Context: an optimization exercise on an open-source flow, tuned for small area. The choices shown serve that exercise and are no tape-out recipe. Function was checked by simulation only, so behaviour that the tests miss may differ from the original. No activity file was given, so power comes from the tool's default toggle rates.

Design decode_stage, start of the top module:
module decode_stage (
    input  logic                                 clock,
    input  logic                                 reset,
    input  logic                                 clear,
    input  logic                                 stall,
    input  logic [4*32-1:0]       instructions,
    input  logic [4*32-1:0]       pcs,
    output logic [4*5-1:0] rd,
    output logic [4*5-1:0] rs,
    output logic [4*5-1:0] rt,
    output logic [4*3-1:0]           command,
    output logic [4*6-1:0]           control_signal,
    output logic [4-1:0]             sel_imm,
    output logic [4*32-1:0]       imm,
    output logic [4*32-1:0]       target_pc,
    output logic [4*32-1:0]       out_pcs
);
export LEC_CHECK = 0
export CAP_MARGIN = 20
export CORE_MARGIN = 2
export CORE_UTILIZATION = 30
export PLACE_DENSITY = 0.65
export SLEW_MARGIN = 20
export SYNTH_HIERARCHICAL = 1
create_clock -name core_clock -period 7.0 [get_ports {clock}]
standard.sh (not shown) runs the stock make flow with config.mk's settings and CLKGATE_MAP_FILE= SYNTH_SCRIPT=/design/flow/synth_recipe.tcl, a recipe that flattens the netlist after the stock synthesis.
==> flow/flow/run.sh <==
#!/bin/bash
# Standard layout, with the smallest buffer on every port and a clock tree of clkbuf_8 buffers, each
# driving a cluster of at most 16 flip-flops, without dummy loads.
set -euo pipefail
bash standard.sh 'BUFFER_PORTS_ARGS=-buffer_cell sky130_fd_sc_hd__buf_1' \
  'CTS_ARGS=-sink_clustering_enable -repair_clock_nets -dont_use_dummy_load -buf_list sky130_fd_sc_hd__clkbuf_8 -sink_clustering_size 16 -sink_clustering_max_diameter 80' \
  finish > make_finish.log 2>&1
Then changed:
==> flow/flow/run.sh (replaced) <==
#!/bin/bash
# Standard layout, with the smallest buffer on every port and a clock tree of clkbuf_8 buffers, each
# driving a cluster of at most 16 flip-flops, without dummy loads.
set -euo pipefail
bash standard.sh 'BUFFER_PORTS_ARGS=-buffer_cell sky130_fd_sc_hd__buf_1' \
  'CTS_ARGS=-sink_clustering_enable -repair_clock_nets -dont_use_dummy_load -buf_list sky130_fd_sc_hd__clkbuf_8 -sink_clustering_size 16 -sink_clustering_max_diameter 100' \
  finish > make_finish.log 2>&1
Settings changed: PLACE_DENSITY 0.65 to 0.5.
=> The changed run finished with timing, DRC and antenna clean. Wire length climbs slightly. Combinational power barely changes. Final cell count hardly moves. Design area came out lower slightly. Area after synthesis is unchanged. Via count came out lower by a few percent.

---

== north ==
decode_stage, a different RTL version from the one above (not shown whole).
Size in the first run: about 15000 um^2 of cells after synthesis.
Design decode_stage, start of the top module:
module decode_stage (
    input  logic                                 clock,
    input  logic                                 reset,
    input  logic                                 clear,
    input  logic                                 stall,
    input  logic [4*32-1:0]       instructions,
    input  logic [4*32-1:0]       pcs,
    output logic [4*5-1:0] rd,
    output logic [4*5-1:0] rs,
    output logic [4*5-1:0] rt,
    output logic [4*3-1:0]           command,
    output logic [4*6-1:0]           control_signal,
    output logic [4-1:0]             sel_imm,
    output logic [4*32-1:0]       imm,
    output logic [4*32-1:0]       target_pc,
    output logic [4*32-1:0]       out_pcs
);
    logic [4*32-1:0] slot_words;
    logic [4*32-1:0] slot_pcs;
    decode_stage_reg stage_reg_i (
        .clock        (clock),
        .reset        (reset),
        .clear        (clear),
        .stall        (stall),
        .instructions (instructions),
        .pcs          (pcs),
        .slot_words   (slot_words),
        .slot_pcs     (slot_pcs)
    );
    for (genvar i = 0; i < 4; i++) begin : g_slot
        logic is_branch, rs_used, rt_used, rd_from_rd, rd_from_rt;
        logic imm_shamt, imm_low, imm_upper, imm_sign, imm_link, tgt_sum, tgt_jump;
        slot_decoder decoder_i (
            .word           (slot_words[i*32 +: 32]),
            .is_branch      (is_branch),
            .command        (command[i*3 +: 3]),
            .control_signal (control_signal[i*6 +: 6]),
            .sel_imm        (sel_imm[i]),
            .rs_used        (rs_used),
            .rt_used        (rt_used),
            .rd_from_rd     (rd_from_rd),
            .rd_from_rt     (rd_from_rt),
            .imm_shamt      (imm_shamt),
            .imm_low        (imm_low),
            .imm_upper      (imm_upper),
            .imm_sign       (imm_sign),
  ...
Settings: LEC_CHECK=0, CAP_MARGIN=20, CORE_MARGIN=2, CORE_UTILIZATION=30, PLACE_DENSITY=0.5, SLEW_MARGIN=20, SYNTH_HIERARCHICAL=1; clock period 7.0 ns.
==> flow/flow/run.sh <==
#!/bin/bash
# Standard layout, with the smallest buffer on every port and a clock tree of few, large clusters.
set -euo pipefail
bash standard.sh 'BUFFER_PORTS_ARGS=-buffer_cell sky130_fd_sc_hd__buf_1' \
  'CTS_ARGS=-sink_clustering_enable -repair_clock_nets -dont_use_dummy_load -buf_list sky130_fd_sc_hd__clkbuf_8 -sink_clustering_size 16 -sink_clustering_max_diameter 80' \
  SKIP_INCREMENTAL_REPAIR=1 SKIP_CTS_REPAIR_TIMING=1 \
  finish > make_finish.log 2>&1
north finished all stages; however, its layout fails the closing checks, the failures being setup timing.
The following lists how south was set up differently from north:
--- a/flow/flow/run.sh
+++ b/flow/flow/run.sh
@@ -4,4 +4,4 @@
 bash standard.sh 'BUFFER_PORTS_ARGS=-buffer_cell sky130_fd_sc_hd__buf_1' \
   'CTS_ARGS=-sink_clustering_enable -repair_clock_nets -dont_use_dummy_load -buf_list sky130_fd_sc_hd__clkbuf_8 -sink_clustering_size 16 -sink_clustering_max_diameter 80' \
-  SKIP_INCREMENTAL_REPAIR=1 SKIP_CTS_REPAIR_TIMING=1 \
+  SKIP_INCREMENTAL_REPAIR=1 \
   finish > make_finish.log 2>&1
==> summary.txt <==
On register-to-register slack, north and south are basically level.
Looking at north and south, the combinational-cell power consumption is a wash.
north and south: no clean run
From the logs: south reached the end of the flow and failed the layout checks with setup timing.
In north the implementation completed, yet the final layout does not meet the checks, the culprit being setup timing.
Utilization after layout across north and south: no real change.
Between north and south, the worst hold slack figures differ only marginally.
| clock period minus worst slack | south vs north | 0.079 ns lower |

==> static timing again, ports no longer ideal <==
The results above use ideal ports. As a check the final layouts listed here were re-extracted and re-timed, cells and wires unchanged.
Step 1 (the two cells are an assumption about what drives the block):
set clk [get_ports {clock}]
set_driving_cell -lib_cell sky130_fd_sc_hd__clkbuf_16 $clk
set_driving_cell -lib_cell sky130_fd_sc_hd__buf_2 [delete_from_list [all_inputs] $clk]
Step 2 times the ports against the registers' clock, not the clock port: input delays grow and output delays shrink by t, the midpoint of the rising clock arrivals with the driver on.
a / b / c = ideal / step 1 / step 2; a / b = the first two.
| run | shift t [ns] | setup slack, ns | worst hold slack (ns) |
|---|---|---|---|
| the first run of note 1 | 0.645 | 0.248 / 0.198 / 0.843 | 0.516 / 0.516 / 0.516 |
| the second run of note 1 | 0.637 | 0.218 / 0.170 / 0.807 | 0.519 / 0.519 / 0.519 |
| north | 0.640 | -0.088 / -0.135 / 0.505 | 0.511 / 0.511 / 0.511 |
| south | 0.637 | -0.009 / -0.056 / 0.581 | 0.512 / 0.512 / 0.512 |
